This is an optimization exercise on Yosys and OpenROAD, whose aim is small area, not a production implementation. Function was checked by simulation only, so behaviour that the tests miss may differ from the original. No activity file was given, so power comes from the tool's default toggle rates.

`design/flow/config.mk`:
```
export PLATFORM = sky130hd
export DESIGN_NAME = npc_bp
export DESIGN_NICKNAME = npc_bp
export VERILOG_FILES = /design/flow/design.v
export SDC_FILE = /design/flow/constraint.sdc
export NUM_CORES = 4
export LEC_CHECK = 0
export CAP_MARGIN = 10
export CELL_PAD_IN_SITES_DETAIL_PLACEMENT = 1
export CELL_PAD_IN_SITES_GLOBAL_PLACEMENT = 1
export CORE_MARGIN = 2
export CORE_UTILIZATION = 40
export PLACE_DENSITY = 0.5
export SLEW_MARGIN = 10
export SYNTH_HIERARCHICAL = 1
```
`design/flow/constraint.sdc`:
```
create_clock -name core_clock -period 9.0 [get_ports {clk}]
set_input_delay 1.8000 -clock core_clock [delete_from_list [all_inputs] [get_ports {clk}]]
set_output_delay 1.8000 -clock core_clock [all_outputs]
set_load 0.01 [all_outputs]
```
`design/flow/design.v`:
```
package npc_pkg;
  typedef enum logic [2:0] {
    CTRL_SEQ  = 3'b000,
    CTRL_RSV  = 3'b001,
    CTRL_JAL  = 3'b010,
    CTRL_JALR = 3'b011,
    CTRL_BEQ  = 3'b100,
    CTRL_BNE  = 3'b101,
    CTRL_BLT  = 3'b110,
    CTRL_BGE  = 3'b111
  } ctrl_npc_e;
  localparam logic [1:0] CTR_SNT = 2'b00;
  localparam logic [1:0] CTR_WNT = 2'b01;
  localparam logic [1:0] CTR_WT  = 2'b10;
  localparam logic [1:0] CTR_ST  = 2'b11;
endpackage
import npc_pkg::*;
module npc_btb #(
  parameter int DATAWIDTH   = 32,
  parameter int BTB_ENTRIES = 16
) (
  input  logic                 clk,
  input  logic                 rst_n,
  input  logic [DATAWIDTH-1:2] lk_pc,
  output logic                 lk_taken,
  output logic [DATAWIDTH-1:0] lk_target,
  input  logic                 up_en,
  input  logic [DATAWIDTH-1:2] up_pc,
  input  logic                 up_taken,
  input  logic [DATAWIDTH-1:0] up_target
);
  localparam int IDX_W = $clog2(BTB_ENTRIES);
  localparam int TAG_W = DATAWIDTH - 2 - IDX_W;
  logic [BTB_ENTRIES-1:0]                vld_q;
  logic [BTB_ENTRIES-1:0][TAG_W-1:0]     tag_q;
  logic [BTB_ENTRIES-1:0][1:0]           ctr_q;
  logic [BTB_ENTRIES-1:0][DATAWIDTH-1:0] tgt_q;
  logic [IDX_W-1:0] lk_idx, up_idx;
  logic [TAG_W-1:0] lk_tag, up_tag;
  assign lk_idx = lk_pc[IDX_W+1:2];
  assign lk_tag = lk_pc[DATAWIDTH-1:IDX_W+2];
  assign up_idx = up_pc[IDX_W+1:2];
  assign up_tag = up_pc[DATAWIDTH-1:IDX_W+2];
  logic [BTB_ENTRIES-1:0] lk_sel, up_sel;
  always_comb begin
    for (int i = 0; i < BTB_ENTRIES; i++) begin
      lk_sel[i] = (lk_idx == IDX_W'(i));
      up_sel[i] = (up_idx == IDX_W'(i));
    end
  end
  logic                 lk_vld, lk_ctr1;
  logic [TAG_W-1:0]     lk_tagr;
  logic [DATAWIDTH-1:0] lk_tgt;
  logic                 up_vld;
  logic [TAG_W-1:0]     up_tagr;
  logic [1:0]           up_ctr;
  logic [BTB_ENTRIES-1:0] c_ctr0, c_ctr1;
  logic [TAG_W-1:0][BTB_ENTRIES-1:0] c_tag;
  logic [DATAWIDTH-1:0][BTB_ENTRIES-1:0] c_tgt;
  always_comb begin
    for (int i = 0; i < BTB_ENTRIES; i++) begin
      c_ctr0[i] = ctr_q[i][0];
      c_ctr1[i] = ctr_q[i][1];
      for (int b = 0; b < TAG_W; b++) c_tag[b][i] = tag_q[i][b];
      for (int b = 0; b < DATAWIDTH; b++) c_tgt[b][i] = tgt_q[i][b];
    end
  end
  npc_ohmux #(BTB_ENTRIES) u_lk_vld (.sel(lk_sel), .d(vld_q),  .q(lk_vld));
  npc_ohmux #(BTB_ENTRIES) u_lk_ctr (.sel(lk_sel), .d(c_ctr1), .q(lk_ctr1));
  npc_ohmux #(BTB_ENTRIES) u_up_vld (.sel(up_sel), .d(vld_q),  .q(up_vld));
  npc_ohmux #(BTB_ENTRIES) u_up_c0  (.sel(up_sel), .d(c_ctr0), .q(up_ctr[0]));
  npc_ohmux #(BTB_ENTRIES) u_up_c1  (.sel(up_sel), .d(c_ctr1), .q(up_ctr[1]));
  for (genvar b = 0; b < TAG_W; b++) begin : g_tag
    npc_ohmux #(BTB_ENTRIES) u_lk (.sel(lk_sel), .d(c_tag[b]), .q(lk_tagr[b]));
    npc_ohmux #(BTB_ENTRIES) u_up (.sel(up_sel), .d(c_tag[b]), .q(up_tagr[b]));
  end
  for (genvar b = 0; b < DATAWIDTH; b++) begin : g_tgt
    npc_ohmux #(BTB_ENTRIES) u_lk (.sel(lk_sel), .d(c_tgt[b]), .q(lk_tgt[b]));
  end
  assign lk_taken  = lk_vld && (lk_tagr == lk_tag) && lk_ctr1;
  assign lk_target = lk_tgt;
  logic       up_hit;
  logic [1:0] ctr_new;
  assign up_hit = up_vld && (up_tagr == up_tag);
  always_comb begin
    if (!up_hit)       ctr_new = CTR_WT;
    else if (up_taken) ctr_new = (up_ctr == CTR_ST)  ? CTR_ST  : up_ctr + 2'd1;
    else               ctr_new = (up_ctr == CTR_SNT) ? CTR_SNT : up_ctr - 2'd1;
  end
  logic wr_t, wr_c;
  assign wr_t = up_en && up_taken;
  assign wr_c = up_en && (up_taken || up_hit);
  always_ff @(posedge clk or negedge rst_n) begin
    if (!rst_n) vld_q <= '0;
    else        vld_q <= vld_q | ({BTB_ENTRIES{wr_t}} & up_sel);
  end
  always_ff @(posedge clk) begin
    for (int i = 0; i < BTB_ENTRIES; i++) begin
      if (wr_t && up_sel[i]) begin
        tag_q[i] <= up_tag;
        tgt_q[i] <= up_target;
      end
      if (wr_c && up_sel[i]) ctr_q[i] <= ctr_new;
    end
  end
endmodule
module npc_ohmux #(
  parameter int N = 32
) (
  input  logic [N-1:0] sel,
  input  logic [N-1:0] d,
  output logic         q
);
  localparam int G3 = N / 3;
  localparam int R  = N % 3;
  logic [G3-1:0] t_n;
  for (genvar g = 0; g < G3; g++) begin : g_aoi
    npc_aoi222 u_aoi (.s(sel[3*g +: 3]), .d(d[3*g +: 3]), .y_n(t_n[g]));
  end
  logic [R-1:0] r_n;
  for (genvar r = 0; r < R; r++) begin : g_rem
    npc_nand2 u_nd (.a(sel[3*G3 + r]), .b(d[3*G3 + r]), .y_n(r_n[r]));
  end
  npc_nand_or #(G3 + R) u_or (.a_n({r_n, t_n}), .y(q));
endmodule
module npc_aoi222 (
  input  logic [2:0] s,
  input  logic [2:0] d,
  output logic       y_n
);
  assign y_n = ~|(s & d);
endmodule
module npc_nand2 (
  input  logic a,
  input  logic b,
  output logic y_n
);
  assign y_n = ~(a & b);
endmodule
module npc_nand_or #(
  parameter int N = 11
) (
  input  logic [N-1:0] a_n,
  output logic         y
);
  assign y = ~&a_n;
endmodule
import npc_pkg::*;
module npc_bp #(
  parameter int                  DATAWIDTH   = 32,
  parameter int                  BTB_ENTRIES = 32,
  parameter logic [DATAWIDTH-1:0] RESET_PC   = 32'h0000_0000,
  parameter int                  CNT_WIDTH   = 16
) (
  input  logic                 clk,
  input  logic                 rst_n,
  input  logic                 stall,
  output logic [DATAWIDTH-1:0] pc,
  output logic [DATAWIDTH-1:0] pred_npc,
  output logic                 pred_taken,
  input  logic                 ex_valid,
  input  logic [DATAWIDTH-1:0] ex_pc,
  input  logic [DATAWIDTH-1:0] ex_pred_npc,
  input  logic [2:0]           ex_ctrl_NPC,
  input  logic [1:0]           ex_flags,
  input  logic [DATAWIDTH-1:0] ex_imm,
  input  logic [DATAWIDTH-1:0] ex_result_ALU,
  output logic [DATAWIDTH-1:0] ex_pc_add4,
  output logic                 flush,
  output logic [CNT_WIDTH-1:0] mispredict_cnt
);
  logic [DATAWIDTH-1:0]   pc_q, pc_d;
  logic [CNT_WIDTH-1:0]   cnt_q, cnt_d, cnt_inc;
  logic [DATAWIDTH-1:0]   btb_target, act_npc, pc_add4, br_tgt;
  logic                   btb_taken, act_taken, is_cti;
  logic [2:0]             ctrl;
  npc_btb #(
    .DATAWIDTH  (DATAWIDTH),
    .BTB_ENTRIES(BTB_ENTRIES)
  ) u_btb (
    .clk      (clk),
    .rst_n    (rst_n),
    .lk_pc    (pc_q[DATAWIDTH-1:2]),
    .lk_taken (btb_taken),
    .lk_target(btb_target),
    .up_en    (ex_valid && is_cti),
    .up_pc    (ex_pc[DATAWIDTH-1:2]),
    .up_taken (act_taken),
    .up_target(act_npc)
  );
  npc_inc4 #(DATAWIDTH) u_inc_pc (.a(pc_q),  .y(pc_add4));
  npc_inc4 #(DATAWIDTH) u_inc_ex (.a(ex_pc), .y(ex_pc_add4));
  logic [DATAWIDTH-1:0] addend;
  assign addend = act_taken ? ex_imm : DATAWIDTH'(4);
  npc_add  #(DATAWIDTH) u_add_br (.a(ex_pc), .b(addend), .y(br_tgt));
  npc_inc1 #(CNT_WIDTH) u_inc_cnt (.a(cnt_q), .y(cnt_inc));
  assign pc             = pc_q;
  assign pred_taken     = btb_taken;
  assign pred_npc       = btb_taken ? btb_target : pc_add4;
  assign mispredict_cnt = cnt_q;
  assign ctrl           = ex_ctrl_NPC;
  always_comb begin
    is_cti    = 1'b0;
    act_taken = 1'b0;
    case (ctrl)
      CTRL_JAL, CTRL_JALR: begin is_cti = 1'b1; act_taken = 1'b1;          end
      CTRL_BEQ:            begin is_cti = 1'b1; act_taken =  ex_flags[0];  end
      CTRL_BNE:            begin is_cti = 1'b1; act_taken = !ex_flags[0];  end
      CTRL_BLT:            begin is_cti = 1'b1; act_taken =  ex_flags[1];  end
      CTRL_BGE:            begin is_cti = 1'b1; act_taken = !ex_flags[1];  end
      default:             ;
    endcase
    if (ctrl == CTRL_JALR) act_npc = ex_result_ALU & {{(DATAWIDTH-1){1'b1}}, 1'b0};
    else                   act_npc = br_tgt;
    flush = ex_valid && (act_npc != ex_pred_npc);
    if (flush)      pc_d = act_npc;
    else if (stall) pc_d = pc_q;
    else            pc_d = pred_npc;
    cnt_d = cnt_q;
    if (flush && (cnt_q != '1)) cnt_d = cnt_inc;
  end
  always_ff @(posedge clk or negedge rst_n) begin
    if (!rst_n) begin
      pc_q  <= RESET_PC;
      cnt_q <= '0;
    end else begin
      pc_q  <= pc_d;
      cnt_q <= cnt_d;
    end
  end
endmodule
module npc_inc4 #(
  parameter int W = 32
) (
  input  logic [W-1:0] a,
  output logic [W-1:0] y
);
  localparam int NB = (W - 2 + 3) / 4;
  logic [W-1:0]  c;
  logic [NB-1:0] ba;
  always_comb begin
    c = '0;
    for (int k = 0; k < NB; k++) begin
      ba[k] = 1'b1;
      for (int i = 2 + 4*k; i < 2 + 4*k + 4; i++)
        if (i < W) ba[k] = ba[k] & a[i];
    end
    for (int k = 0; k < NB; k++) begin
      logic bc;
      bc = 1'b1;
      for (int j = 0; j < k; j++) bc = bc & ba[j];
      for (int i = 2 + 4*k; i < 2 + 4*k + 4; i++) begin
        if (i < W) begin
          c[i] = bc;
          for (int m = 2 + 4*k; m < i; m++) c[i] = c[i] & a[m];
        end
      end
    end
  end
  assign y[1:0] = a[1:0];
  assign y[W-1:2] = a[W-1:2] ^ c[W-1:2];
endmodule
module npc_inc1 #(
  parameter int W = 16
) (
  input  logic [W-1:0] a,
  output logic [W-1:0] y
);
  logic [W:0] c;
  assign c[0] = 1'b1;
  for (genvar i = 0; i < W; i++) begin : g_bit
    assign y[i]   = a[i] ^ c[i];
    assign c[i+1] = a[i] & c[i];
  end
endmodule
module npc_add #(
  parameter int W = 32
) (
  input  logic [W-1:0] a,
  input  logic [W-1:0] b,
  output logic [W-1:0] y
);
  logic [W-1:0] g, p, gc;
  assign g = a & b;
  assign p = a ^ b;
  always_comb begin
    logic [W-1:0] gg, pp;
    gg = g;
    pp = p;
    for (int l = 1; l < W; l = l * 2)
      for (int i = 2*l - 1; i < W; i += 2*l) begin
        gg[i] = gg[i] | (pp[i] & gg[i-l]);
        pp[i] = pp[i] & pp[i-l];
      end
    for (int l = W / 4; l >= 1; l = l / 2)
      for (int i = 3*l - 1; i < W; i += 2*l) begin
        gg[i] = gg[i] | (pp[i] & gg[i-l]);
        pp[i] = pp[i] & pp[i-l];
      end
    gc = gg;
  end
  assign y[0] = p[0];
  assign y[W-1:1] = p[W-1:1] ^ gc[W-2:0];
endmodule
```
`design/flow/flow/run.sh`:
```
#!/bin/bash
# Standard ORFS layout (the standard.sh) with two changes: clock-tree
# synthesis uses clkbuf_16 with larger sink clusters and no dummy loads, and
# the port buffers are plain buf_1 cells. Each tool's output is kept in a log
# file in the work folder.
set -euo pipefail
export CTS_ARGS="-sink_clustering_enable -repair_clock_nets -dont_use_dummy_load -buf_list sky130_fd_sc_hd__clkbuf_16 -sink_clustering_size 25 -sink_clustering_max_diameter 80"
export BUFFER_PORTS_ARGS="-buffer_cell sky130_fd_sc_hd__buf_1"
bash standard.sh > standard_make.log 2>&1 || { tail -50 standard_make.log; exit 1; }
```
`design/flow/standard.sh`:
```
#!/bin/bash
# synth_recipe.tcl (not shown) runs the flow's synth.tcl, then flattens the netlist and writes it again
# the make line also repeats each setting of config.mk as NAME=value (left out here)
make -C /OpenROAD-flow-scripts/flow DESIGN_CONFIG=/design/flow/config.mk WORK_HOME=/design/flow/orfs CLKGATE_MAP_FILE= SYNTH_SCRIPT=/design/flow/synth_recipe.tcl "${@:-finish}"
```
==> results of run 1 <==
-- flip-flops by register name, indices dropped and copies added (netlist names) --
signal / cells
u_btb.vld_q: 32
cnt_q: 16
u_btb.tag_q: 800
pc_q: 32
u_btb.tgt_q: 1024
u_btb.ctr_q: 64
-- cells in the final DEF (no fill, tap or decap), types with 16 or more instances in the layout --
cell / instances
nand2_1: 290
clkbuf_16: 120
edfxtp_1: 1888
or3_1: 90
a21oi_1: 31
or2_2: 33
inv_1: 71
o21a_1: 23
dfrtp_1: 80
ha_1: 87
mux2i_1: 41
nand4_1: 295
clkbuf_2: 26
xnor2_1: 48
mux2_2: 38
nor2_4: 67
a222oi_1: 872
and2_1: 32
nand3b_1: 23
nor2_2: 29
fa_1: 16
diode_2: 59
buf_1: 222
nor3_2: 34
xor2_1: 52
nor2_1: 31
buf_4: 309
-- logic make-up (layout without fill, tap and decap cells) --
| family | count (synthesis) | after routing | synth area share [%] |
|---|---|---|---|
| simple gates | 984 | 984 | 6.77 |
| flops | 1968 | 1968 | 75.8 |
| mux | 89 | 89 | 1.28 |
| fa+ha+maj | 104 | 104 | 1.83 |
| buf+inv | 131 | 763 | 0.749 |
| compound gates | 1000 | 1001 | 12.5 |
| other cells | 0 | 59 | 0 |
| xor+xnor | 101 | 101 | 1.14 |
-- per-module statistics from Yosys (local to each module, per instance), a selection --
module	flip-flops and latches	cells inside	cell area (um^2)
npc_aoi222	0	1	10.0
npc_nand2	0	1	3.75
npc_bp	48	476	4100
-- area by class of cell --
class                   instances  area [um^2]
fillers                     18400       105000
flip-flops and latches       1968        58700
multi-input cells            2279        19000
repair buffers                572         3590
well taps                    2526         3160
clock buffers                 120         3000
inverters                      71          267
diodes                         59          148
-- where the power goes --
group	switching, uW	internal [uW]
clock	2960	2340
combinational	2800	977
sequential	186	10400
total	5940	13800
-- routing by layer --
metal  up-vias  share of wire (%)  global-route usage [%]
li1      21000                  -                       -
met3       599                9.4                    5.21
met4        10                5.4                    16.6
met2      3511                 46                    55.0
met1     29300                 40                    49.0
met5         -              0.020                       0
-- repair_timing --
item	CTS	global route
endpoints found under the setup margin	0	1
gates resized for setup	0	18
endpoints found under the hold margin	0	0
buffers inserted	0	1
-- worst paths after layout --
path | to | slack [ps]
min | u_btb.vld_q[30] | 500
min reg2reg | u_btb.vld_q[30] | 500
max | flush | 160
max in group asynchronous | cnt_q[1] | 6630
max reg2reg | pc_q[17] | 2690
min in group asynchronous | pc_q[23] | 1030
-- stage by stage --
stage          hold slack, ps  setup WS, ps  instance area [um^2]  setup TNS [ps]
6_report                  503           163                 87900               0
5_1_grt                   525         -32.9                 87800           -32.9
4_1_cts                   503          59.2                 87500               0
3_5_place_dp              481           114                 84500               0
3_3_place_gp              475          70.6                 84500               0
2_1_floorplan             454          1100                 77500               0
==> results.yml, run 1 <==
synthesis:
  yosys.area.top_type_share_pct: 73.2
  yosys-top-cells-area: "edfxtp_1, a222oi_1, dfrtp_1"
  synth.yosys.seq_area_share_pct: 75.8
  syn-instance-count: 4377
  synth-seq-cells: 1968
  synthMostInstantiatedCell: "edfxtp_1"
  ys_top_cells_by_count: "edfxtp_1, a222oi_1, nand4_1, nand2_1, nor2_1"
  ys_dominant_reg_cell: "edfxtp_1"
  synth.yosys.warnings: 10
  synth_async_sr_flop_share_pct: 4.07
  mappedNetlistNets: 4617
  post_synth_num_cell_types: 70
  synth-edff-count: 1888
  post_synth_instance_area_um2: 77500
  syn-mean-instance-area_um2: 17.7
  synth_top_cell_by_area: "edfxtp_1"
worst_setup_path:
  crit_family: "compound AO/OA/AOI/OAI gates"
  worst-endpoint-arrival_ps: 7040
  worstSetupStartpoint: "ex_ctrl_NPC[2]"
  crit-reg2reg-launch: "pc_q[4]"
  critical_path_buf_inv_count: 7
  timing.critical_path.slowest_stage_cell: "fa_1"
  worstSetupStartpointType: "input port"
  worstRegToRegCells: 15
  critical_path.max_stage_delay_ps: 430
  worstSetupEndpointType: "primary output"
  crit_path_max_fanout: 6
  timing.setup.critical_path_class: "input port to primary output"
  cp.depth: 26
  timing.critical_path.required_ps: 7200
die:
  die-height_um: 444
  total_die_area_um2: 197000
  core_area_um2: 193000
  initial_utilization_pct: 40.2
  chipWidth_um: 444
  num_io_pins: 251
  row_count: 161
clock_network:
  cts.reportedPaths.clkPinSlew_ps: 80
  insertion_delay_ps: 830
  tritoncts: "built"
  total_cts_buffers: 120
  cts_buffer_depth: 3
  holdBufCountCts: 0
  cts_root_buf: "clkbuf_16"
  clock_sinks: 1968
  htreeDepth: 3
pwr:
  power_density_nw_per_um2: 224
  power.static_leakage_uw: 0.0278
  power_total_uw: 19700
  worst_vdd_drop_v: 0.000174
timing:
  hold_violations: 0
  achievable-frequency_ghz: 0.113
  final_min_period_over_clock_period_pct: 98.2
  setup-violations-final: 0
  timing_worst_slew_pin_value_ps: 1260
  final.setup_skew_ps: 91.1
  final.min_clock_period_ps: 8840
  slew_viol_final: 0
  timing.slew.headroom_pct: 13.5
finish:
  final_nets: 5252
  post-route-util_pct: 45.6
  syn2layout_area_growth_pct: 13.4
  drive_above_1_share_pct: 14.5
  fin_cells: 7595
placed_design:
  port_buffers: 249
  dp.final_hpwl_um: 233000
  gpl.final_weighted_congestion: 0.915
  placedCellCount: 7412
route:
  detail_routed_via_count_per_cell: 7.16
  ant_nets: 0
  wl_um: 359000
  drtIter0Drc: 11700
  wl_per_cell_um: 47.2
  drt_drc_violations_left: 0
  drt_first_pass_iters: 15
  vias: 54400
hold_path:
  min_path_cells: 1
  hold_path_startpoint: "u_btb.vld_q[30]"
  hold_path_class: "flop to flop"
global_routing:
  number_of_global_route_vias_before_repair: 52600
  maximum_number_of_pins_on_one_net_before_global_route_repair: 65
  antenna_found_initial: 34
  grtUsageTotal_pct: 35.3
  overflow: 0
  grt_first_pass_wirelength_um: 471000
flow_run:
  drv.max_cap_violation_count: 0
outcome:
  run_status: "timing/DRC/antenna clean"
==> inputs of run 2 (changes only) <==
--- a/design/flow/flow/run.sh
+++ b/design/flow/flow/run.sh
@@ -6,3 +6,3 @@
 set -euo pipefail
-export CTS_ARGS="-sink_clustering_enable -repair_clock_nets -dont_use_dummy_load -buf_list sky130_fd_sc_hd__clkbuf_16 -sink_clustering_size 25 -sink_clustering_max_diameter 80"
+export CTS_ARGS="-sink_clustering_enable -repair_clock_nets -dont_use_dummy_load -buf_list sky130_fd_sc_hd__clkbuf_16 -sink_clustering_size 28 -sink_clustering_max_diameter 90"
 export BUFFER_PORTS_ARGS="-buffer_cell sky130_fd_sc_hd__buf_1"
==> results.yml, run 2 <==
timing:
  final_min_period_over_clock_period_pct: 98.3
  fin_ws_ps: 156
  timing.slew.headroom_pct: 12.7
  hold_slack_ps: 510
  slew_viol_final: 0
  achievable-frequency_ghz: 0.113
  final.setup_skew_ps: 109
  final.min_clock_period_ps: 8840
  setup-violations-final: 0
  hold_violations: 0
  timing_worst_slew_pin_value_ps: 1270
synthesis:
  synth.yosys.warnings: 10
  synth_async_sr_flop_share_pct: 4.07
  synth-seq-cells: 1968
  post_synth_instance_area_um2: 77500
  syn-instance-count: 4377
  syn-mean-instance-area_um2: 17.7
  ys_dominant_reg_cell: "edfxtp_1"
  synthMostInstantiatedCell: "edfxtp_1"
  mappedNetlistNets: 4617
  synth-edff-count: 1888
  post_synth_num_cell_types: 70
  synth.yosys.seq_area_share_pct: 75.8
  synth_top_cell_by_area: "edfxtp_1"
  yosys.area.top_type_share_pct: 73.2
  ys_top_cells_by_count: "edfxtp_1, a222oi_1, nand4_1, nand2_1, nor2_1"
  yosys-top-cells-area: "edfxtp_1, a222oi_1, dfrtp_1"
flow_run:
  drv.max_cap_violation_count: 0
worst_setup_path:
  critical_path_buf_inv_count: 8
  cp.depth: 27
  worst-endpoint-arrival_ps: 7040
  crit_family: "compound AO/OA/AOI/OAI gates"
  critical_path.max_stage_delay_ps: 430
  timing.critical_path.required_ps: 7200
  timing.setup.critical_path_class: "input port to primary output"
  worstSetupEndpointType: "primary output"
  timing.critical_path.slowest_stage_cell: "fa_1"
  worstRegToRegCells: 15
  crit_path_max_fanout: 6
  worstSetupStartpointType: "input port"
finish:
  drive_above_1_share_pct: 14.1
  largest_registers_in_the_final_layout: "u_btb.tgt_q (1024), u_btb.tag_q (800), u_btb.ctr_q (64)"
  final_cell_mix: "edfxtp_1, a222oi_1, buf_4"
  regMostFlops: "u_btb.tgt_q"
  syn2layout_area_growth_pct: 12.7
  layout.cells.most_common: "edfxtp_1"
  largest_reg_flops: 1024
  final_nets: 5231
route:
  drt_drc_violations_left: 0
  ant_nets: 0
  drtIter0Drc: 11600
  vias: 54100
  wl_um: 358000
  drt_first_pass_iters: 12
  detail_routed_via_count_per_cell: 7.14
  wl_per_cell_um: 47.3
pwr:
  p_switching_uw: 5860
  worst_vdd_drop_v: 0.000176
  clock_power_share_pct: 25.1
  power_density_nw_per_um2: 220
  switching_share_pct: 30.5
  power.sequential.fraction_pct: 55.3
  power_total_uw: 19200
  internal_power_uw: 13400
  power.static_leakage_uw: 0.0275
  power.share.combinational_pct: 19.6
hold_path:
  hold_path_class: "flop to flop"
  min_path_cells: 1
global_routing:
  overflow: 0
  number_of_global_route_vias_before_repair: 52400
  grtUsageTotal_pct: 35.3
  maximum_number_of_pins_on_one_net_before_global_route_repair: 65
  antenna_found_initial: 34
  grt_first_pass_wirelength_um: 470000
outcome:
  run_status: "timing/DRC/antenna clean"
die:
  total_die_area_um2: 197000
  row_count: 161
  chipWidth_um: 444
  initial_utilization_pct: 40.2
  die-height_um: 444
  core_area_um2: 193000
  num_io_pins: 251
clock_network:
  cts_root_buf: "clkbuf_16"
  holdBufCountCts: 0
  total_cts_buffers: 98
  insertion_delay_ps: 810
  clock_sinks: 1968
  htreeDepth: 3
  tritoncts: "built"
  cts_buffer_depth: 3
  cts.reportedPaths.clkPinSlew_ps: 110
placed_design:
  gpl.final_weighted_congestion: 0.915
  place_worst_setup_slack_ps: 114
  port_buffers: 249
  dp.final_hpwl_um: 233000
run 2: cell types whose count changed in the layout (fill, tap and decap cells not counted), sizes merged:
cell    change
diode       -6
buf         +1
clkbuf     -22
run 2: path summary, 6_finish.rpt:
kind                                      from             end  slack [ps]
worst min register to register  u_btb.vld_q[6]  u_btb.vld_q[6]         510
worst max register to register         pc_q[4]        pc_q[14]        2740
worst max-delay path            ex_ctrl_NPC[2]           flush         160
worst min-delay path            u_btb.vld_q[6]  u_btb.vld_q[6]         510
max in group asynchronous                rst_n        cnt_q[1]        6600
min in group asynchronous                rst_n        pc_q[23]        1010
run 2: power groups by stage:
| stage | clock network, uW | logic (uW) | registers [uW] |
|---|---|---|---|
| floorplan | 0 | 1510 | 10800 |
| global route | 5140 | 3850 | 10600 |
| CTS | 4880 | 3690 | 10600 |
| detailed placement | 0 | 3680 | 10800 |
| finish | 4820 | 3770 | 10600 |
| global placement | 0 | 3660 | 10800 |
run 2: modules after synthesis, one instance, submodules excluded, a selection:
module | cells inside | times used | flops+latches | cell area (um^2)
npc_nand2 | 1 | 174 | 0 | 3.75
npc_bp | 476 | 1 | 48 | 4100
npc_aoi222 | 1 | 870 | 0 | 10.0
run 2: layout make-up:
cell class	count	area, um^2
clock buffers	98	2450
inverters	71	267
multi-input cells	2279	19000
diodes	53	133
fillers	18500	105000
flip-flops and latches	1968	58700
well taps	2526	3160
repair buffers	573	3580
run 2: routing by layer:
metal,vias to the layer above,global-route usage (%),wire length [um]
met5,-,0,68
met4,10,16.5,20000
met3,585,5.31,33400
met2,3402,55.0,162000
met1,29100,48.9,142000
li1,20900,-,-
run 2: metrics by stage:
step | instance area [um^2] | setup TNS [ps] | cells | util, %
CTS | 87000 | 0 | 7510 | 45.2
detailed placement | 84500 | 0 | 7412 | 43.9
floorplan | 77500 | 0 | 4377 | -
global route | 87300 | -60.0 | 7562 | 45.3
finish | 87300 | 0 | 7568 | 45.3
global placement | 84500 | 0 | 7412 | 43.9
run 2: logic make-up after synthesis:
group	after synthesis	synth area share, %
AOI/OAI and AO/OA	1000	12.5
adders and majority gates	104	1.83
muxes	89	1.28
and+or+nand+nor	984	6.77
buffers and inverters	131	0.749
DFF	1968	75.8
xor gates and xnor gates	101	1.14
run 2: what timing repair did:
| action | CTS | global route |
|---|---|---|
| gates resized for setup | 0 | 14 |
| buffers inserted | 0 | 2 |
| setup endpoints to repair | 0 | 1 |
==> inputs of run 3 (changes only) <==
==> design/flow/flow/run.sh (replaced) <==
#!/bin/bash
# Standard ORFS layout (the standard.sh) with two changes: clock-tree
# synthesis uses clkbuf_16 with larger sink clusters and no dummy loads, and
# the port buffers are plain buf_1 cells; non-critical gates are downsized
# after global routing. Each tool's output is kept in a log
# file in the work folder.
set -euo pipefail
export CTS_ARGS="-sink_clustering_enable -repair_clock_nets -dont_use_dummy_load -buf_list sky130_fd_sc_hd__clkbuf_16 -sink_clustering_size 27 -sink_clustering_max_diameter 85"
export BUFFER_PORTS_ARGS="-buffer_cell sky130_fd_sc_hd__buf_1"
# After global routing, downsize gates on paths with positive slack.
export RECOVER_POWER=100
bash standard.sh > standard_make.log 2>&1 || { tail -50 standard_make.log; exit 1; }
==> results.yml, run 3 <==
outcome:
  run_status: "complete, but fails checks"
  check-failures: "max-capacitance violations, max-slew violations"
placed_design:
  placedCellCount: 7412
  port_buffers: 249
  gpl.final_weighted_congestion: 0.915
  placement.cell_area_um2: 84500
  dp.final_hpwl_um: 233000
pwr:
  power.share.combinational_pct: 19.4
  clock_power_share_pct: 25.9
  worst_vdd_drop_v: 0.000177
  power_density_nw_per_um2: 222
  power.static_leakage_uw: 0.0275
  p_switching_uw: 5870
  switching_share_pct: 30.3
  power.sequential.fraction_pct: 54.8
  internal_power_uw: 13500
  power_total_uw: 19400
timing:
  slew_viol_final: 986
  final.setup_skew_ps: 89.2
  timing.slew.headroom_pct: -131
  achievable-frequency_ghz: 0.113
  timing_worst_slew_pin_value_ps: 3460
  final.min_clock_period_ps: 8860
  setup-violations-final: 0
  hold_violations: 0
  final_min_period_over_clock_period_pct: 98.4
die:
  chipWidth_um: 444
  num_io_pins: 251
  total_die_area_um2: 197000
  initial_utilization_pct: 40.2
  core_area_um2: 193000
  row_count: 161
  die-height_um: 444
finish:
  final_cell_mix: "edfxtp_1, a222oi_1, nand4_1"
  drive_above_1_share_pct: 13.2
  syn2layout_area_growth_pct: 12.9
  fin_cells: 7592
  largest_registers_in_the_final_layout: "u_btb.tgt_q (1024), u_btb.tag_q (800), u_btb.ctr_q (64)"
  layout.cells.most_common: "edfxtp_1"
  post-route-cell-area_um2: 87400
  post-route-util_pct: 45.4
  largest_reg_flops: 1024
  regMostFlops: "u_btb.tgt_q"
  layout.filler_cells: 18400
  final_nets: 5241
worst_setup_path:
  worst-endpoint-arrival_ps: 7060
  crit_family: "compound AO/OA/AOI/OAI gates"
  timing.critical_path.slowest_stage_cell: "fa_1"
  worstSetupStartpointType: "input port"
  timing.setup.critical_path_class: "input port to primary output"
  crit_path_max_fanout: 6
  critical_path.max_stage_delay_ps: 430
  crit-reg2reg-launch: "pc_q[4]"
  timing.critical_path.required_ps: 7200
  worstSetupEndpointType: "primary output"
  critical_path_buf_inv_count: 8
  worstSetupStartpoint: "ex_ctrl_NPC[2]"
global_routing:
  number_of_global_route_vias_before_repair: 52400
  antenna_found_initial: 34
  grtUsageTotal_pct: 35.3
  grt_first_pass_wirelength_um: 470000
  maximum_number_of_pins_on_one_net_before_global_route_repair: 65
  overflow: 0
clock_network:
  htreeDepth: 3
  cts_root_buf: "clkbuf_16"
  cts.reportedPaths.clkPinSlew_ps: 70
  cts_buffer_depth: 3
  tritoncts: "built"
  holdBufCountCts: 0
  clock_sinks: 1968
  total_cts_buffers: 108
  insertion_delay_ps: 790
route:
  drt_first_pass_iters: 13
  drtIter0Drc: 11500
  detail_routed_via_count_per_cell: 7.12
  vias: 54100
  wl_per_cell_um: 47.1
  drt_drc_violations_left: 0
  wl_um: 357000
  ant_nets: 0
synthesis:
  ys_dominant_reg_cell: "edfxtp_1"
  post_synth_num_cell_types: 70
  synth-seq-cells: 1968
  synthMostInstantiatedCell: "edfxtp_1"
  synth.yosys.warnings: 10
  mappedNetlistNets: 4617
  yosys-top-cells-area: "edfxtp_1, a222oi_1, dfrtp_1"
  synth_top_cell_by_area: "edfxtp_1"
  post_synth_instance_area_um2: 77500
  syn-instance-count: 4377
  synth-edff-count: 1888
  synth.yosys.seq_area_share_pct: 75.8
  ys_top_cells_by_count: "edfxtp_1, a222oi_1, nand4_1, nand2_1, nor2_1"
  synth_async_sr_flop_share_pct: 4.07
  syn-mean-instance-area_um2: 17.7
  yosys.area.top_type_share_pct: 73.2
hold_path:
  hold_path_class: "flop to flop"
  hold_path_startpoint: "u_btb.vld_q[30]"
flow_run:
  drv.max_cap_violation_count: 27
## run 3: cell counts after synthesis
Identical to the previous run, type by type.
## run 3: cell families after synthesis
group	count (synthesis)	synth area share, %
adder cells (fa/ha/maj)	104	1.83
multiplexers	89	1.28
AO/OA/AOI/OAI	1000	12.5
XOR/XNOR	101	1.14
flip-flops	1968	75.8
buffers and inverters	131	0.749
AND/OR/NAND/NOR	984	6.77
## run 3: through the flow
| step | setup slack, ps | hold slack, ps | TNS [ps] |
|---|---|---|---|
| after floorplan | 1100 | 454 | 0 |
| after global placement | 70.6 | 475 | 0 |
| after detailed placement | 114 | 481 | 0 |
| after CTS | 59.2 | 501 | 0 |
| after global routing | -74.9 | 524 | -74.9 |
| final | 140 | 501 | 0 |
## run 3: worst paths after layout
path	endpoint	slack, ps	cells past startpoint
setup reg to reg	pc_q[14]	2760	15
setup / recovery	flush	140	27
max in group asynchronous	cnt_q[1]	2930	2
hold reg to reg	u_btb.vld_q[30]	500	1
min in group asynchronous	pc_q[23]	1770	1
hold / removal	u_btb.vld_q[30]	500	1
## run 3: layer usage
layer  GRT usage (%)  routed length [um]  vias up
li1                -                   -    21000
met1            48.9              141000    29100
met2            54.8              162000     3388
met3            5.21               33700      576
met4            16.9               19900        4
met5               0                  27        -
## run 3: Yosys stat by module, one instance, submodules excluded, a selection
module	cell area (um^2)	flip-flops and latches
npc_bp	4100	48
npc_aoi222	10.0	0
npc_nand2	3.75	0
## run 3: power groups by stage
| stage | logic (uW) | registers [uW] | clock network (uW) |
|---|---|---|---|
| 2_1_floorplan | 1510 | 10800 | 0 |
| 3_3_place_gp | 3660 | 10800 | 0 |
| 3_5_place_dp | 3680 | 10800 | 0 |
| 4_1_cts | 3690 | 10600 | 5090 |
| 5_1_grt | 3840 | 10600 | 5340 |
| 6_report | 3760 | 10600 | 5020 |
## run 3: cell type report
| type | instances | area [um^2] | area share [%] |
|---|---|---|---|
| flip-flops and latches | 1968 | 58700 | 67.1 |
| repair buffers | 573 | 3440 | 3.94 |
| multi-input cells | 2279 | 19000 | 21.7 |
| inverters | 71 | 267 | 0.305 |
| diodes | 67 | 168 | 0.192 |
| well taps | 2526 | 3160 | 3.62 |
| clock buffers | 108 | 2700 | 3.09 |
## run 3: repair_timing
item	in CTS	in global routing
resized for setup	0	14
buffers inserted	0	2
endpoints found under the setup margin	0	1
==> inputs of run 4 (changes only) <==
--- a/design/flow/design.v
+++ b/design/flow/design.v
@@ -172,3 +172,3 @@
   logic [DATAWIDTH-1:0]   pc_q, pc_d;
-  logic [CNT_WIDTH-1:0]   cnt_q, cnt_d, cnt_inc;
+  logic [CNT_WIDTH-1:0]   cnt_q, cnt_d;
   logic [DATAWIDTH-1:0]   btb_target, act_npc, pc_add4, br_tgt;
@@ -195,3 +195,8 @@
   npc_add  #(DATAWIDTH) u_add_br (.a(ex_pc), .b(addend), .y(br_tgt));
-  npc_inc1 #(CNT_WIDTH) u_inc_cnt (.a(cnt_q), .y(cnt_inc));
+  logic             cnt_en;
+  logic [CNT_WIDTH:0] cnt_all;
+  assign cnt_all[0] = 1'b1;
+  for (genvar i = 0; i < CNT_WIDTH; i++) begin : g_cnt
+    assign cnt_all[i+1] = cnt_all[i] & cnt_q[i];
+  end
   assign pc             = pc_q;
@@ -218,4 +223,4 @@
     else            pc_d = pred_npc;
-    cnt_d = cnt_q;
-    if (flush && (cnt_q != '1)) cnt_d = cnt_inc;
+    cnt_en = flush && !cnt_all[CNT_WIDTH];
+    cnt_d  = cnt_q ^ ({CNT_WIDTH{cnt_en}} & cnt_all[CNT_WIDTH-1:0]);
   end
==> design/flow/flow/run.sh (replaced) <==
#!/bin/bash
# Standard ORFS layout (the standard.sh) with two changes: clock-tree
# synthesis uses clkbuf_16 with larger sink clusters and no dummy loads, and
# the port buffers are plain buf_1 cells. Each tool's output is kept in a log
# file in the work folder.
set -euo pipefail
export CTS_ARGS="-sink_clustering_enable -repair_clock_nets -dont_use_dummy_load -buf_list sky130_fd_sc_hd__clkbuf_16 -sink_clustering_size 28 -sink_clustering_max_diameter 90"
export BUFFER_PORTS_ARGS="-buffer_cell sky130_fd_sc_hd__buf_1"
bash standard.sh > standard_make.log 2>&1 || { tail -50 standard_make.log; exit 1; }
--- a/design/flow/config.mk
+++ b/design/flow/config.mk
@@ -12,3 +12,3 @@
 export CORE_UTILIZATION = 40
-export PLACE_DENSITY = 0.5
+export PLACE_DENSITY = 0.7
 export SLEW_MARGIN = 10
==> results.yml, run 4 <==
synthesis:
  synth-adder-area-share_pct: 1.63
  synth-seq-cells: 1968
  syn-instance-count: 4338
  synth_async_sr_flop_share_pct: 4.07
  post_synth_instance_area_um2: 77100
  yosys.area_share.simple_pct: 6.69
  main_combinational_cell_family_by_area_after_synthesis: "compound AO/OA/AOI/OAI gates"
  syn-mean-instance-area_um2: 17.8
  synth_compound_area_share_pct: 12.3
  yosys-top-cells-area: "edfxtp_1, a222oi_1, dfrtp_1"
  synth.yosys.seq_area_share_pct: 76.1
  ys_dominant_reg_cell: "edfxtp_1"
  synthMostInstantiatedCell: "edfxtp_1"
  synth.yosys.warnings: 10
  yosys-mux-area-fraction_pct: 1.13
  synth_top_cell_by_area: "edfxtp_1"
  yosys.area.top_type_share_pct: 73.5
  synthXorXnorAreaFrac_pct: 1.36
  synth-edff-count: 1888
  mappedNetlistNets: 4565
  post_synth_num_cell_types: 79
  ys_top_cells_by_count: "edfxtp_1, a222oi_1, nand2_1, nand4_1, nor2_1"
finish:
  post-route-util_pct: 44.8
  layout.cells.most_common: "edfxtp_1"
  final_cell_mix: "edfxtp_1, a222oi_1, nand2_1"
  largest_registers_in_the_final_layout: "u_btb.tgt_q (1024), u_btb.tag_q (800), u_btb.ctr_q (64)"
  largest_reg_flops: 1024
  regMostFlops: "u_btb.tgt_q"
  post-route-cell-area_um2: 85900
  final_nets: 5085
  syn2layout_area_growth_pct: 11.4
  drive_above_1_share_pct: 11.8
flow_run:
  drv.max_cap_violation_count: 0
worst_setup_path:
  crit-reg2reg-launch: "pc_q[5]"
  worstSetupEndpointType: "primary output"
  worstRegToRegCells: 15
  ff2ff_setup_slack_ps: 2540
  worst_r2r_endpoint: "pc_q[26]"
  timing.setup.critical_path_class: "flop to primary output"
  timing.critical_path.required_ps: 7200
  worstSetupStartpointType: "flop"
  crit_path_max_fanout: 33
  worst-endpoint-arrival_ps: 6870
route:
  wl_per_cell_um: 43.0
  wl_um: 321000
  detail_routed_via_count_per_cell: 7.24
  drt_drc_violations_left: 0
  vias: 54100
  ant_nets: 0
  drtIter0Drc: 12900
  drt_first_pass_iters: 14
timing:
  final.setup_skew_ps: 99.3
  final_min_period_over_clock_period_pct: 96.4
  final.min_clock_period_ps: 8670
  fin_tns_setup_ps: 0
  achievable-frequency_ghz: 0.115
  slew_viol_final: 0
  setup-violations-final: 0
  timing.slew.headroom_pct: 7.96
  rsz_0062_raised_after_global_routing: "false"
  timing_worst_slew_pin_value_ps: 1380
  hold_violations: 0
clock_network:
  insertion_delay_ps: 780
  cts_buffer_depth: 3
  tritoncts: "built"
  clock_sinks: 1968
  cts.reportedPaths.clkPinSlew_ps: 100
  cts_root_buf: "clkbuf_16"
  post-cts-setup-buffer-count: 0
  total_cts_buffers: 85
  htreeDepth: 3
global_routing:
  number_of_global_route_vias_before_repair: 54300
  grt_first_pass_wirelength_um: 436000
  overflow: 0
  antenna_found_initial: 33
  maximum_number_of_pins_on_one_net_before_global_route_repair: 63
  grtUsageTotal_pct: 31.9
hold_path:
  hold_path_startpoint: "cnt_q[7]"
  whs_endpoint: "cnt_q[7]"
  min_path_cells: 1
  hold_path_class: "flop to flop"
pwr:
  internal_power_uw: 13100
  power.static_leakage_uw: 0.0266
  power.share.combinational_pct: 18.1
  power.sequential.fraction_pct: 57.8
  clock_power_share_pct: 24.1
  switching_share_pct: 29.2
  worst_vdd_drop_v: 0.000175
  p_switching_uw: 5380
  power_density_nw_per_um2: 215
placed_design:
  placement.cell_area_um2: 83500
  gpl.final_weighted_congestion: 0.942
  port_buffers: 249
  dp.final_hpwl_um: 198000
die:
  row_count: 161
  die-height_um: 443
  core_area_um2: 192000
  total_die_area_um2: 196000
  chipWidth_um: 443
  num_io_pins: 251
  initial_utilization_pct: 40.2
outcome:
  run_status: "timing/DRC/antenna clean"
==> run 4: cell count changes after synthesis, sizes merged, moves of 8 or more <==
cell / previous run / this run
mux2i: 41 / 49
nand4: 295 / 286
mux2: 48 / 33
and2: 32 / 2
nand3b: 23 / 7
xor2: 52 / 68
ha: 87 / 74
nor2b: 7 / 37
==> run 4: critical path: stages, from the launching register on <==
cell and delay, ps:
dfrtp_1 760, or3b_2 630, nor2_4 990, buf_4 460, a222oi_1 170, nand4_1 130, or3_1 200, xor2_1 90
nor4_1 790, nand3_1 180, nor4_2 300, buf_4 660, mux2_2 530, buf_1 170
==> run 4: per-module statistics from Yosys, one instance, submodules excluded, a selection <==
| module | flops+latches | copies in the design |
|---|---|---|
| npc_aoi222 | 0 | 870 |
| npc_bp | 48 | 1 |
| npc_nand2 | 0 | 174 |
==> run 4: what timing repair did <==
item	4_1_cts	5_1_grt
endpoints found under the setup margin	0	3
hold buffers	0	0
resized for setup	0	1
==> run 4: per-stage QoR <==
step	power, uW	setup WS, ps	hold WS [ps]	std cells
floorplan	12300	1460	454	4338
global placement	14000	535	468	7295
detailed placement	14100	557	480	7296
CTS	18300	524	492	7381
global route	18800	143	512	7449
finish	18500	328	493	7476
==> run 4: cell families (layout without fill, tap and decap cells) <==
group | after synthesis | after routing
flip-flops | 1968 | 1968
AO/OA/AOI/OAI | 982 | 982
AND/OR/NAND/NOR | 971 | 971
buffers and inverters | 124 | 642
XOR/XNOR | 120 | 120
adder cells (fa/ha/maj) | 91 | 91
multiplexers | 82 | 82
other | 0 | 94
==> run 4: area by class of cell <==
| type | count | area [um^2] |
|---|---|---|
| Antenna cell | 94 | 235 |
| Clock buffer | 85 | 2130 |
| Fill cell | 18400 | 106000 |
| Inverter | 68 | 255 |
| Multi-Input combinational cell | 2246 | 18500 |
| Sequential cell | 1968 | 58700 |
| Tap cell | 2526 | 3160 |
| Timing Repair Buffer | 489 | 2920 |
==> run 4: worst max-delay path by stage <==
stage	from	end	cells after the start
after floorplan	ex_flags[0]	flush	20
after global placement	ex_ctrl_NPC[0]	flush	21
after detailed placement	ex_ctrl_NPC[0]	flush	21
after CTS	ex_ctrl_NPC[0]	flush	21
after global routing	ex_ctrl_NPC[0]	flush	21
final	pc_q[5]	pred_npc[19]	13
==> run 4: power groups by stage <==
stage	clock network [uW]	registers [uW]	logic, uW
after CTS	4430	10700	3220
final	4450	10700	3350
after detailed placement	0	10900	3200
after global placement	0	10900	3110
after floorplan	0	10800	1520
after global routing	4710	10700	3440
==> run 4: layer usage <==
| layer | vias up | routed length (um) | track usage (%) |
|---|---|---|---|
| met2 | 4662 | 145000 | 48.6 |
| met3 | 1057 | 43400 | 8.58 |
| met1 | 27700 | 104000 | 38.6 |
| met4 | 28 | 28400 | 24.8 |
| met5 | - | 198 | 0 |
| li1 | 20600 | - | - |
==> inputs of run 5 (changes only) <==
--- a/design/flow/flow/run.sh
+++ b/design/flow/flow/run.sh
@@ -6,3 +6,3 @@
 set -euo pipefail
-export CTS_ARGS="-sink_clustering_enable -repair_clock_nets -dont_use_dummy_load -buf_list sky130_fd_sc_hd__clkbuf_16 -sink_clustering_size 28 -sink_clustering_max_diameter 90"
+export CTS_ARGS="-sink_clustering_enable -repair_clock_nets -dont_use_dummy_load -buf_list sky130_fd_sc_hd__clkbuf_16 -sink_clustering_size 30 -sink_clustering_max_diameter 100"
 export BUFFER_PORTS_ARGS="-buffer_cell sky130_fd_sc_hd__buf_1"
--- a/design/flow/config.mk
+++ b/design/flow/config.mk
@@ -12,3 +12,3 @@
 export CORE_UTILIZATION = 40
-export PLACE_DENSITY = 0.7
+export PLACE_DENSITY = 0.6
 export SLEW_MARGIN = 10
==> results.yml, run 5 <==
die:
  num_io_pins: 251
  initial_utilization_pct: 40.2
  die-height_um: 443
  core_area_um2: 192000
  row_count: 161
  chipWidth_um: 443
  total_die_area_um2: 196000
synthesis:
  syn-instance-count: 4338
  synth-seq-cells: 1968
  mappedNetlistNets: 4565
  post_synth_num_cell_types: 79
  yosys.area.top_type_share_pct: 73.5
  synth.yosys.warnings: 10
  synth-edff-count: 1888
  ys_dominant_reg_cell: "edfxtp_1"
  syn-mean-instance-area_um2: 17.8
  synthMostInstantiatedCell: "edfxtp_1"
  post_synth_instance_area_um2: 77100
  synth_top_cell_by_area: "edfxtp_1"
  ys_top_cells_by_count: "edfxtp_1, a222oi_1, nand2_1, nand4_1, nor2_1"
  synth_async_sr_flop_share_pct: 4.07
  yosys-top-cells-area: "edfxtp_1, a222oi_1, dfrtp_1"
  synth.yosys.seq_area_share_pct: 76.1
placed_design:
  port_buffers: 249
  dp.final_hpwl_um: 209000
  place_worst_setup_slack_ps: 218
  gpl.final_weighted_congestion: 0.896
worst_setup_path:
  critical_path.max_stage_delay_ps: 780
  ff2ff_setup_slack_ps: 2580
  timing.critical_path.slowest_stage_cell: "nand2b_1"
  worst_r2r_endpoint: "pc_q[28]"
  timing.critical_path.required_ps: 7200
  crit-reg2reg-launch: "pc_q[2]"
  worst-endpoint-arrival_ps: 6890
  timing.setup.critical_path_class: "flop to primary output"
  worstSetupEndpointType: "primary output"
  worstSetupStartpoint: "pc_q[2]"
  worstPathCellList: "nand2b_1 -> nor2_4 -> buf_4 -> a222oi_1 -> nand4_1 -> or3_1 -> xor2_1 -> nor4_1 -> nand3_1 -> nor4_2 -> buf_12 -> mux2_2 -> buf_1"
  crit_path_max_fanout: 33
  worstRegToRegCells: 15
  worstSetupStartpointType: "flop"
finish:
  drive_above_1_share_pct: 12.1
  syn2layout_area_growth_pct: 11.6
  largest_reg_flops: 1024
  final_cell_mix: "edfxtp_1, a222oi_1, nand2_1, nand4_1, buf_4"
  regMostFlops: "u_btb.tgt_q"
  final_nets: 5100
  largest_registers_in_the_final_layout: "u_btb.tgt_q (1024), u_btb.tag_q (800), u_btb.ctr_q (64)"
  layout.cells.most_common: "edfxtp_1"
clock_network:
  tritoncts: "built"
  cts_buffer_depth: 3
  post-cts-setup-buffer-count: 0
  cts_root_buf: "clkbuf_16"
  htreeDepth: 3
  cts.reportedPaths.clkPinSlew_ps: 110
  insertion_delay_ps: 800
  total_cts_buffers: 81
  clock_sinks: 1968
pwr:
  power_density_nw_per_um2: 214
  worst_vdd_drop_v: 0.000146
  power.static_leakage_uw: 0.0267
flow_run:
  drv.max_cap_violation_count: 0
hold_path:
  min_path_cells: 1
  whs_endpoint: "cnt_q[13]"
  hold_path_startpoint: "cnt_q[13]"
  hold_path_class: "flop to flop"
route:
  drt_first_pass_iters: 12
  drt_drc_violations_left: 0
  detail_routed_via_count_per_cell: 7.16
  vias: 53600
  drtIter0Drc: 12300
  wl_per_cell_um: 44.0
  wl_um: 330000
  ant_nets: 0
timing:
  final.min_clock_period_ps: 8690
  slew_viol_final: 0
  final.setup_skew_ps: 110
  setup-violations-final: 0
  rsz_0062_raised_after_global_routing: "false"
  hold_violations: 0
  timing.slew.headroom_pct: 16.0
  timing_worst_slew_pin_value_ps: 1260
  fin_tns_setup_ps: 0
  fin_ws_ps: 314
  final_min_period_over_clock_period_pct: 96.5
  achievable-frequency_ghz: 0.115
global_routing:
  maximum_number_of_pins_on_one_net_before_global_route_repair: 65
  antenna_found_initial: 38
  overflow: 0
  grt_first_pass_wirelength_um: 440000
  number_of_global_route_vias_before_repair: 52200
  grtUsageTotal_pct: 32.6
outcome:
  run_status: "timing/DRC/antenna clean"
run 5: cell count changes in the layout (fill, tap and decap cells not counted), sizes merged:
cell    delta
clkinv     +1
inv        -1
diode      -2
clkbuf     -5
buf       +20
run 5: where the power goes:
part | switching [uW] | total [uW] | internal [uW] | leakage (uW)
Sequential | 224 | 10700 | 10500 | 0.0180
Combinational | 2450 | 3380 | 929 | 0.00769
Clock | 2750 | 4370 | 1630 | 0.000999
run 5: routing by layer:
metal	wire [um]	up-vias	global-route usage, %	part of all wire [%]
li1	-	20600	-	-
met1	117000	28100	41.7	35
met2	149000	4045	50.5	45
met3	39800	789	7.31	12
met4	23400	14	20.5	7.1
met5	100	-	0	0.030
run 5: logic make-up (layout without fill, tap and decap cells):
| logic type | count (synthesis) | after routing | synth area share [%] |
|---|---|---|---|
| buf+inv | 124 | 657 | 0.745 |
| xor+xnor | 120 | 120 | 1.36 |
| flops | 1968 | 1968 | 76.1 |
| fa+ha+maj | 91 | 91 | 1.63 |
| other cells | 0 | 92 | 0 |
| mux | 82 | 82 | 1.13 |
| compound gates | 982 | 982 | 12.3 |
| simple gates | 971 | 971 | 6.69 |
run 5: final cells by class:
class | instances | area [um^2]
antenna | 92 | 230
clock buffer | 81 | 2030
fill | 18500 | 106000
inverter | 68 | 255
multi-input combinational | 2246 | 18500
sequential | 1968 | 58700
tap | 2526 | 3160
timing repair buffer | 508 | 3140
run 5: metrics by stage:
step | power (uW) | area (um^2) | hold slack (ps) | cells | utilization (%)
floorplan | 12300 | 77100 | 454 | 4338 | -
global route | 18800 | 86000 | 503 | 7483 | 44.8
detailed placement | 14200 | 83800 | 472 | 7315 | 43.6
finish | 18400 | 86000 | 494 | 7489 | 44.8
global placement | 14100 | 83800 | 465 | 7315 | 43.6
CTS | 18400 | 85800 | 489 | 7396 | 44.7
run 5: worst max-delay path by stage:
stage                   endpoint  cells after the start
finish              pred_npc[27]                     13
global route               flush                     21
CTS                        flush                     21
detailed placement         flush                     21
global placement           flush                     21
floorplan                  flush                     20
run 5: repair_timing:
| action | CTS | global route |
|---|---|---|
| endpoints found under the hold margin | 0 | 0 |
| resized for setup | 0 | 3 |
| endpoints found under the setup margin | 0 | 1 |
| hold buffers | 0 | 0 |
run 5: modules after synthesis, one instance, submodules excluded, a selection:
module	cells inside	flip-flops and latches
npc_aoi222	1	0
npc_bp	449	48
npc_nand2	1	0
run 5: worst max-delay path, delay by kind of cell (launching register included):
kind | cells | cell delay [ps]
compound gates | 1 | 390
buf+inv | 3 | 880
simple gates | 7 | 3330
flops | 1 | 740
mux | 1 | 510
xor+xnor | 1 | 220

-- what the ideal ports hide --
Ports are ideal in the flow. The routed layouts listed here were re-timed in OpenROAD. Step 1: set_driving_cell puts a clkbuf_16 on clk and a buf_2 on each other input, an assumption about the parent block. Step 2 times the ports against the registers' clock, not the clock port: input delays grow and output delays shrink by t, the midpoint of the rising clock arrivals with the driver on. Three values: ideal, step 1, step 2; two values: the first two.
run | t (ns) | slack for setup (ns) | cell pins on the clock port's net
run 1 | 0.884 | 0.163 / 0.138 / 0.138 | 1
run 2 | 0.852 | 0.156 / 0.131 / 0.131 | 1
run 3 | 0.852 | 0.140 / 0.115 / 0.115 | 1
run 4 | 0.817 | 0.328 / 0.242 / 0.416 | 1
run 5 | 0.818 | 0.314 / 0.224 / 0.311 | 1
